This design comes from an exercise in tuning for a short achievable clock period and few clock cycles per item on the open sky130 flow, not from production work. The RTL was checked by simulation tests, not by an equivalence proof against the original design. Power and IR drop assume default switching activity.

File: config.mk
export PLATFORM = sky130hd
export DESIGN_NAME = strategy_engine
export DESIGN_NICKNAME = strategy_engine
export VERILOG_FILES = /design/flow/design.v
export SDC_FILE = /design/flow/constraint.sdc
export NUM_CORES = 4
export LEC_CHECK = 0
export ABC_CLOCK_PERIOD_IN_PS = 1600
export CAP_MARGIN = 20
export CORE_MARGIN = 2
export CORE_UTILIZATION = 40
export SETUP_SLACK_MARGIN = 2.0
export SLEW_MARGIN = 20
export TNS_END_PERCENT = 100
File: constraint.sdc
create_clock -name core_clock -period 3.6 [get_ports {clk}]
set_input_delay 0.7200 -clock core_clock [delete_from_list [all_inputs] [get_ports {clk}]]
set_output_delay 0.7200 -clock core_clock [all_outputs]
set_load 0.01 [all_outputs]
File: design.v
package t2t_pkg;
  localparam int DATA_W  = 32;
  localparam int SYM_W   = 4;
  localparam int NUM_SYM = 16;
  localparam int PRICE_W = 16;
  localparam int VOL_W   = 16;
  localparam int OID_W   = 16;
  localparam int MSG_TYPE_HI = 31;
  localparam int MSG_TYPE_LO = 30;
  localparam int SYM_HI = 29;
  localparam int SYM_LO = 26;
  localparam logic [1:0] MSG_NEW    = 2'd0;
  localparam logic [1:0] MSG_TRADE  = 2'd1;
  localparam logic [1:0] MSG_CANCEL = 2'd2;
  localparam logic [1:0] MSG_OTHER  = 2'd3;
  localparam logic [1:0] ST_WAIT  = 2'd0;
  localparam logic [1:0] ST_LD    = 2'd1;
  localparam logic [1:0] ST_CMP   = 2'd2;
  localparam logic [1:0] ST_ISSUE = 2'd3;
  localparam logic [1:0] FLD_ENABLE      = 2'd0;
  localparam logic [1:0] FLD_PRICE_LIMIT = 2'd1;
  localparam logic [1:0] FLD_MIN_VOLUME  = 2'd2;
  localparam logic [1:0] FLD_ORDER_QTY   = 2'd3;
endpackage
import t2t_pkg::*;
module strategy_engine
(
  input  logic               clk,
  input  logic               reset_n,
  input  logic               cfg_wr,
  input  logic [SYM_W-1:0]   cfg_sym,
  input  logic [1:0]         cfg_field,
  input  logic [DATA_W-1:0]  cfg_wdata,
  input  logic               dec_valid,
  input  logic               dec_sop,
  input  logic [DATA_W-1:0]  dec_data,
  output logic               dec_ready,
  input  logic               order_ready,
  output logic               order_valid,
  output logic [OID_W-1:0]   order_id,
  output logic [SYM_W-1:0]   order_sym,
  output logic [PRICE_W-1:0] order_price,
  output logic [VOL_W-1:0]   order_qty
);
  localparam int SET_W = 1 + PRICE_W + 2*VOL_W;    
  localparam int ORD_W = SYM_W + PRICE_W + VOL_W;
  localparam int DEPTH = 4;                        
  localparam int CAP   = DEPTH + 1;                
  logic [NUM_SYM-1:0] enable_q;
  logic [PRICE_W-1:0] price_limit_q [NUM_SYM];
  logic [VOL_W-1:0]   min_volume_q  [NUM_SYM];
  logic [VOL_W-1:0]   order_qty_q   [NUM_SYM];
  always_ff @(posedge clk) begin
    if (!reset_n) begin
      enable_q <= '0;
      for (int i = 0; i < NUM_SYM; i++) begin
        price_limit_q[i] <= '0;
        min_volume_q[i]  <= '0;
        order_qty_q[i]   <= '0;
      end
    end else if (cfg_wr) begin
      case (cfg_field)
        FLD_ENABLE:      enable_q[cfg_sym]      <= cfg_wdata[0];
        FLD_PRICE_LIMIT: price_limit_q[cfg_sym] <= cfg_wdata[PRICE_W-1:0];
        FLD_MIN_VOLUME:  min_volume_q[cfg_sym]  <= cfg_wdata[VOL_W-1:0];
        FLD_ORDER_QTY:   order_qty_q[cfg_sym]   <= cfg_wdata[VOL_W-1:0];
        default: ;
      endcase
    end
  end
  logic               dec_ready_q;
  logic               v0;        
  logic               sop0;
  logic               new0;      
  logic [SYM_W-1:0]   sym0;
  logic [15:0]        d0;        
  logic [SET_W-1:0]   cand0 [4]; 
  assign dec_ready = dec_ready_q;
  always_ff @(posedge clk) begin
    if (!reset_n) v0 <= 1'b0;
    else          v0 <= dec_valid & dec_ready_q;
    sop0 <= dec_sop;
    new0 <= dec_sop & (dec_data[MSG_TYPE_HI:MSG_TYPE_LO] == MSG_NEW);
    sym0 <= dec_data[SYM_HI:SYM_LO];
    d0   <= dec_data[15:0];
    for (int j = 0; j < 4; j++) begin
      cand0[j] <= {enable_q[{2'(j), dec_data[SYM_LO+1:SYM_LO]}],
                   price_limit_q[{2'(j), dec_data[SYM_LO+1:SYM_LO]}],
                   min_volume_q[{2'(j), dec_data[SYM_LO+1:SYM_LO]}],
                   order_qty_q[{2'(j), dec_data[SYM_LO+1:SYM_LO]}]};
    end
  end
  logic               busy;
  logic               b2_0;
  logic               hd_en;
  logic [SYM_W-1:0]   hd_sym;
  logic [PRICE_W-1:0] hd_price;
  logic [PRICE_W-1:0] hd_lim;
  logic [VOL_W-1:0]   hd_minv;
  logic [VOL_W-1:0]   hd_qty;
  logic               b2_1;      
  logic [VOL_W-1:0]   vol1;
  assign b2_0 = v0 & busy & ~sop0;
  always_ff @(posedge clk) begin
    if (!reset_n) begin
      busy <= 1'b0;
      b2_1 <= 1'b0;
    end else begin
      if (v0) busy <= new0;
      b2_1 <= b2_0;
    end
    if (v0 & new0) begin
      hd_sym   <= sym0;
      hd_price <= d0;
      {hd_en, hd_lim, hd_minv, hd_qty} <= cand0[sym0[SYM_HI-SYM_LO -: 2]];
    end
    vol1 <= d0;
  end
  logic               p_valid;
  logic [ORD_W-1:0]   p_ord;
  always_ff @(posedge clk) begin
    if (!reset_n) p_valid <= 1'b0;
    else          p_valid <= b2_1 & hd_en & (hd_price <= hd_lim) & (hd_minv <= vol1);
    p_ord <= {hd_sym, hd_price, (vol1 < hd_qty) ? vol1 : hd_qty};
  end
  logic [ORD_W-1:0]        fifo [DEPTH];
  logic [1:0] rd_ptr, wr_ptr;
  logic [2:0] fcnt;
  logic [OID_W-1:0]        id_q;
  logic                    take, ld, fifo_ne, push, pop;
  logic [4:0]             pend;
  assign take    = order_valid & order_ready;
  assign ld      = ~order_valid | order_ready;
  assign fifo_ne = (fcnt != '0);
  assign pop     = ld & fifo_ne;
  assign push    = p_valid & ~(ld & ~fifo_ne);
  assign order_id = id_q;
  always_ff @(posedge clk) begin
    if (!reset_n) begin
      order_valid <= 1'b0;
      rd_ptr      <= '0;
      wr_ptr      <= '0;
      fcnt        <= '0;
      id_q        <= '0;
    end else begin
      if (ld) order_valid <= fifo_ne | p_valid;
      if (pop)  rd_ptr <= rd_ptr + 1'b1;
      if (push) wr_ptr <= wr_ptr + 1'b1;
      fcnt <= fcnt + push - pop;
      if (take) id_q <= id_q + 1'b1;
    end
    if (ld) {order_sym, order_price, order_qty} <= fifo_ne ? fifo[rd_ptr] : p_ord;
    if (push) fifo[wr_ptr] <= p_ord;
  end
  assign pend = fcnt + order_valid + p_valid + b2_1 + b2_0 + dec_ready_q;
  always_ff @(posedge clk) begin
    if (!reset_n) dec_ready_q <= 1'b1;
    else          dec_ready_q <= (pend < CAP);
  end
endmodule
File: run.sh
#!/bin/bash
# synth_recipe.tcl (not shown) runs the flow's synth.tcl, then flattens the netlist and writes it again
# the make line also repeats each setting of config.mk as NAME=value (left out here)
make -C /OpenROAD-flow-scripts/flow DESIGN_CONFIG=/design/flow/config.mk WORK_HOME=/design/flow/orfs CLKGATE_MAP_FILE= SYNTH_SCRIPT=/design/flow/synth_recipe.tcl finish
==> run notes, run 1 <==
Sw Ratio=23.5%; worst vdd ir=about 0.00050 V; Post-DP Area=57500 µm²; drt pass-1 iters=7; area grow syn2layout=26.0%; Clk pwr share=38.1%; DRC=0; hold path depth=0; Clock transition at path regs=60 ps; GR Overflow Total=0; CTS sink cnt=roughly 1300; GP Congestion=0.809; cell count after synthesis=about 3200; count leader, synth=edfxtp_1; final net count=around 3700; CP Capture Point=dec_ready_q; FF+latch count, synth=about 1300; PwrDens=around 560 nW/µm²; Setup Skew=23.7 ps; critical path data arrival time=between 3000 and 4000 ps; H-tree Lvls=4; P_sw=~8800 µW; CP required=4220 ps; via count=approximately 28000; Syn Nets=approximately 3400; # rows=approximately 130; Flop pwr share=between 40% and 50%; dpl hpwl=75500 µm; initial antenna violation count=5; fin. max-slew vios=0; Critical Path Start Type=flip-flop; Routed WL=between 100000 and 150000 µm; relative slew slack=23.1%; Inst Count DP=between 4000 and 5000; Combinational Power Share=13.4%; core area=~130000 µm²; PortBufs=~100; leakage=roughly 0.024 µW; Main synth FF type=edfxtp_1; worst min path class=flip-flop to flip-flop; Starting Density=around two fifths; RR Startpoint=dec_ready_q; area leader, netlist=edfxtp_1; # hold bufs at CTS=0; total power=~37000 µW; Final Setup Violations=0; Synth area leaders=edfxtp_1 58%, dfxtp_1 12%, mux4_2 12%; largest net degree at the start of global routing=58; Post-synth EDFFs=a little over 1000; max-cap viol count=0; gr busiest metal=met2; Root Buffer=clkbuf_16; M1 GR Usage=between 20% and 30%; gr usage total=approximately 20%; final-report hold violation count=0; min Tclk post-route=roughly 2500 ps; Hold Slack=roughly 350 ps; area share of the largest cell type after synthesis=57.6%; GR Util met2=33.0%; Routed WL per cell=25.2 µm; clk buf depth=3; die width=368 µm; Vias/cell=~5.2; Post-synth top cells=1017 x edfxtp_1, 795 x and2_1, 317 x dfxtp_1; Die ar.=135000 µm²; DRT antenna net count=0; die extent in y=between 300 and 400 µm; RSZ-0062 raised after global routing=true; design area=around 67000 µm²; Num CTS Buffers=139; Worst R2R Setup Slack=1070 ps; CTS tree=built; Pint=28500 µW; IO Pins=130; yosys synthesis warning count=2; GR Layer Usage met3=about 3.1%; worst-margin pin slew=between 1000 and 1500 ps; TNS Setup=0 ps; Avg Inst Size Synth=~16 µm²; status=no timing/DRC/antenna violations; worst reg2reg path depth=9; first-pass GRT wire length=slightly below 200000 µm; synth unique cells=54; Mapped Area=roughly 53000 µm²; vias in the first global route=29200; fin crit share=70.2%; register area share after synthesis=69.6%; Finished Layout Cells=roughly 5500; clock latency on the worst-skew pair=between 700 and 800 ps; Max Freq=~0.40 GHz; CP Launch Point=dec_ready_q; Synth async-reset ratio=0%; share of cells above drive strength 1=between 30% and 40%; Critical Path Fanout Max=2; critical path type=flip-flop to flip-flop; crit path capture type=flip-flop; 1st-iter DRT viols=2331; reg2reg end=dec_ready_q
-- power groups by stage --
stage	sequential, µW	clock [µW]	combinational (µW)
finish	18100	14200	4990
global route	18200	15000	5260
CTS	18100	14400	4530
detailed placement	18500	0	3440
global placement	18500	0	3440
floorplan	18300	0	2270
-- stage by stage --
stage               util (%)  setup WS, ps
detailed placement      43.7           491
global route            50.8           974
floorplan                  -          1090
finish                  50.8          1070
global placement        43.7           478
CTS                     49.9          1090
-- layout by cell type (no fill, tap or decap), types with 13 or more instances in the layout --
cell	count
edfxtp_1	1017
ha_1	43
buf_12	76
ha_4	19
dfxtp_1	286
buf_2	52
buf_6	71
mux2_4	36
o21ai_4	49
buf_16	40
and2_1	790
dfxtp_4	16
buf_8	16
buf_4	136
nor2_4	53
inv_2	16
o311ai_4	13
nor3_1	14
dfxtp_2	15
clkdlybuf4s50_1	22
a21oi_1	19
inv_1	47
clkbuf_1	46
nor2_1	24
clkbuf_8	30
clkbuf_16	152
nand2_1	62
mux4_2	281
-- worst max-delay path, cell delays in order (launching register included) --
cell and delay (ps):
dfxtp_4 350, fa_1 530, inv_1 50, fa_1 480, inv_1 50, ha_2 180, fa_2 510, o22ai_1 60
a21oi_1 110, o31ai_1 70
-- layer usage --
metal,up-vias,wire (µm)
met5,-,0
met4,0,4370
met3,227,6430
met2,846,67900
met1,14500,58800
li1,12700,-
-- state kept, by name, indices dropped and copies added (netlist names), 36 cells and up, named ones only --
name,count
cand0,196
fifo,144
min_volume_q,256
order_qty_q,256
p_ord,36
price_limit_q,256
-- final cells by class --
class                           instances  area [µm²]
Timing Repair Buffer                  427        5450
Clock inverter                         41         367
Fill cell                           10600       64700
Antenna cell                            2        5.00
Tap cell                             1755        2200
Clock buffer                          219        4180
Sequential cell                      1334       37000
Multi-Input combinational cell       1611       17400
Inverter                               65         264
-- timing repair --
action,CTS,global route
setup buffers,148,36
endpoints found under the setup margin,1882,1095
pin swaps,74,28
gates resized for setup,540,107
cloned,45,10
-- logic make-up after synthesis --
group / after synthesis / share of synthesized area (%)
adder cells (fa/ha/maj): 67 / 1.64
XOR/XNOR: 20 / 0.330
flip-flops: 1334 / 69.6
buffers and inverters: 299 / 2.25
AO/OA/AOI/OAI: 152 / 1.92
AND/OR/NAND/NOR: 1044 / 11.5
multiplexers: 321 / 12.8
-- how the worst min path moves through the flow --
stage / startpoint / endpoint
2_1_floorplan: hd_sym[0] / p_ord[32]
3_3_place_gp: hd_sym[3] / p_ord[35]
3_5_place_dp: hd_sym[3] / p_ord[35]
4_1_cts: cfg_wdata[0] / enable_q[8]
5_1_grt: dec_data[2] / d0[2]
6_report: hd_sym[0] / p_ord[32]
Testbench counts, summed over its fixed seeds: cycles 6,326, messages 3,200.
==> run 2, diff against run 1 <==
--- a/config.mk
+++ b/config.mk
@@ -6,9 +6,6 @@
 export NUM_CORES = 4
 export LEC_CHECK = 0
-export ABC_CLOCK_PERIOD_IN_PS = 1600
 export CAP_MARGIN = 20
 export CORE_MARGIN = 2
 export CORE_UTILIZATION = 40
-export SETUP_SLACK_MARGIN = 2.0
 export SLEW_MARGIN = 20
-export TNS_END_PERCENT = 100
==> run 2 against run 1 <==
Power decreased by 4.9%. Global-route usage decreased by 1.7 points. Largest cell class unchanged. Core utilization decreased by 4.4 points. Combinational power decreased by 35%. Highest routed layer unchanged. Register-to-register slack got worse by 80 ps. Final area decreased by 8.7%. Synthesized cell count unchanged. Synthesized area unchanged. Sequential cell count unchanged. Die area unchanged.
==> run notes, run 2 <==
CTS sink cnt=1334 (unchanged); count leader, synth=edfxtp_1; Worst R2R Setup Slack=1000 ps (-80 ps); area share of the largest cell type after synthesis=57.6% (unchanged); Avg Inst Size Synth=16.4 µm² (unchanged); initial antenna violation count=8 (+3); Routed WL per cell=23.5 µm (-6.7%); gr usage total=18.4% (-1.7 points); Post-DP Area=56400 µm² (-1.9%); design area=60900 µm² (-8.7%); DRT antenna net count=0 (unchanged); clk buf depth=3 (unchanged); TNS Setup=0 ps (unchanged); Final Setup Violations=0 (unchanged); 1st-iter DRT viols=2315 (-0.69%); relative slew slack=24.9% (+1.8 points); RSZ-0062 raised after global routing=false; most frequent cells in the layout=1017 x edfxtp_1, 790 x and2_1, 313 x dfxtp_1; Critical Path Start Type=flip-flop; # hold bufs at CTS=0 (unchanged); CP required=4180 ps (-40 ps); biggest regs=min_volume_q x256, order_qty_q x256, price_limit_q x256; Main synth FF type=edfxtp_1; largest net degree at the start of global routing=74 (+28%); yosys synthesis warning count=2 (unchanged); status=no timing/DRC/antenna violations; Syn Nets=3380 (unchanged); area grow syn2layout=15.0%; crit-path cells=inv_1, ha_1, a21oi_1, o21ai_0, a221o_1, o311ai_0; GR Overflow Total=0 (unchanged); Synth async-reset ratio=0% (unchanged); fin crit share=72.3% (+2.1 points); worst hold start=hd_sym[3]; CTS tree=built; Mapped Area=53000 µm² (unchanged); Synth area leaders=edfxtp_1 58%, dfxtp_1 12%, mux4_2 12%; Die ar.=135000 µm² (unchanged); area leader, netlist=edfxtp_1; Clock transition at path regs=60 ps (about the same); clock latency on the worst-skew pair=760 ps (about the same); critical path data arrival time=3180 ps (+40 ps); first-pass GRT wire length=183000 µm (-7.6%); synth unique cells=54 (unchanged); share of cells above drive strength 1=19.9% (-13 points); Max Freq=0.384 GHz (-2.9%); fin. max-slew vios=0 (unchanged); setup bufs post-CTS=0 (-100%); leakage=0.0213 µW (-9.8%); GP Congestion=0.813 (+0.44%); CP Capture Point=p_ord[15]; dpl hpwl=75600 µm (about the same); DRC=0 (unchanged); worst-margin pin slew=1130 ps (-27.1 ps); drt pass-1 iters=5 (-2); combinational family with the most area after synthesis=multiplexers; H-tree Lvls=4 (unchanged); Setup Skew=23.3 ps (-0.345 ps); Starting Density=40.3% (unchanged); Synth Area in Adders=1.64% (unchanged); Fillers=11300 (+6.6%); critical path type=flip-flop to flip-flop; vias in the first global route=27500 (-6.1%); die extent in y=368 µm (unchanged); max-cap viol count=0 (unchanged); post-CTS sizing=0 (-100%); via count=26700 (-5.5%); slowest stage cell, crit path=a221o_1; worst vdd ir=0.000486 V (-2.3%); Routed WL=123000 µm (-10%); final net count=3521 (-5.4%); reg2reg end=p_ord[15]; die width=368 µm (unchanged); cell count after synthesis=3237 (unchanged); min Tclk post-route=2600 ps (+76.2 ps); # rows=133 (unchanged); PortBufs=103 (unchanged); proportion of synthesized area in mux cells=12.8% (unchanged); xor/xnor share of the synthesized area=0.330% (unchanged); Vias/cell=5.10 (-1.8%); Post-synth top cells=1017 x edfxtp_1, 795 x and2_1, 317 x dfxtp_1; post-synthesis compound-gate area fraction=1.92% (unchanged); worst reg2reg path depth=6 (-3); core area=131000 µm² (unchanged); crit-path max cell delay=730 ps (+200 ps); register area share after synthesis=69.6% (unchanged); worst min path class=flip-flop to flip-flop; Hold Slack=339 ps (-12.8 ps); Post-synth EDFFs=1017 (unchanged); Root Buffer=clkbuf_16; final-report hold violation count=0 (unchanged); crit path capture type=flip-flop; Final Core Density=46.4% (-4.4 points); CP Launch Point=hd_qty[5]; IO Pins=130 (unchanged); Synth Area in Simple Gates=11.5% (unchanged); PwrDens=582 nW/µm² (+4.2%); Critical Path Fanout Max=32 (+30); Num CTS Buffers=137 (-1.4%); RR Startpoint=hd_qty[5]; most common cell after layout, fill and taps aside=edfxtp_1; total power=35500 µW (-4.9%); FF+latch count, synth=1334 (unchanged)
run 2: cell counts after synthesis:
No cell type changed its count.
run 2: how the worst min path moves through the flow:
| stage | endpoint | depth (start not counted) | slack [ps] |
|---|---|---|---|
| after detailed placement | p_ord[35] | 0 | 330 |
| after CTS | p_ord[35] | 0 | 340 |
| after global placement | p_ord[35] | 0 | 330 |
| final | p_ord[35] | 0 | 340 |
| after global routing | p_ord[33] | 0 | 350 |
| after floorplan | p_ord[32] | 0 | 320 |
run 2: worst max-delay path, delay by kind of cell (launching register included):
kind                       cells  cell delay, ps
AOI/OAI and AO/OA              4            1700
buffers and inverters          1              90
DFF                            1             390
adders and majority gates      1             240
run 2: logic make-up after synthesis:
logic type / count (synthesis)
DFF: 1334
and+or+nand+nor: 1044
muxes: 321
buffers and inverters: 299
AOI/OAI and AO/OA: 152
adders and majority gates: 67
xor gates and xnor gates: 20
run 2: metal layers:
metal | wire length (µm) | up-vias | track usage, %
li1 | - | 12200 | -
met1 | 55100 | 13700 | 25.8
met2 | 59100 | 690 | 29.5
met5 | 0 | - | 0
met3 | 6050 | 172 | 2.84
met4 | 3210 | 0 | 5.77
run 2: layout make-up:
class / count / area [µm²] / area share (%)
diodes: 1 / 2.50 / 0.00411
clock buffers: 215 / 4060 / 6.66
clock inverters: 37 / 394 / 0.647
inverters: 65 / 244 / 0.400
multi-input cells: 1604 / 15000 / 24.6
flip-flops and latches: 1334 / 36900 / 60.5
well taps: 1755 / 2200 / 3.60
repair buffers: 236 / 2170 / 3.56
run 2: power by group:
| group | leakage [µW] | switching, µW | internal [µW] |
|---|---|---|---|
| registers | 0.0122 | 552 | 17600 |
| clock network | 0.00218 | 5820 | 8210 |
| logic | 0.00691 | 1560 | 1680 |
run 2: stage by stage:
stage               instances  setup WS, ps
CTS                      5245           946
global route             5246           840
finish                   5247           997
detailed placement       4993           227
global placement         4993           284
floorplan                3237           199

what the ideal ports hide:
No port has a modelled driver above. Below, the same layouts with a new extraction and two added sets of constraints.
Step 1 sets driving cells, clkbuf_16 on the clock port and buf_2 on the other inputs (assumed; they add their load-dependent delay and slew).
Step 2 adds t to the input delays and takes it off the output delays; t is the mean of the earliest and latest rising clock arrival at the registers after step 1. Input paths then give back, and output paths get back, about the clock's delay inside the block.
a / b / c = ideal / step 1 / step 2; a / b = the first two.
run	t, ns	setup slack, ns	cell pins on the clock port's net
run 1	0.841	1.073 / 1.073 / 0.860	1
run 2	0.819	0.997 / 0.957 / 0.239	1
After both steps setup and hold are still met in every run listed. For run 2, which loses most, drivers alone change the setup slack by -0.040 ns; drivers and shift together by -0.758 ns.
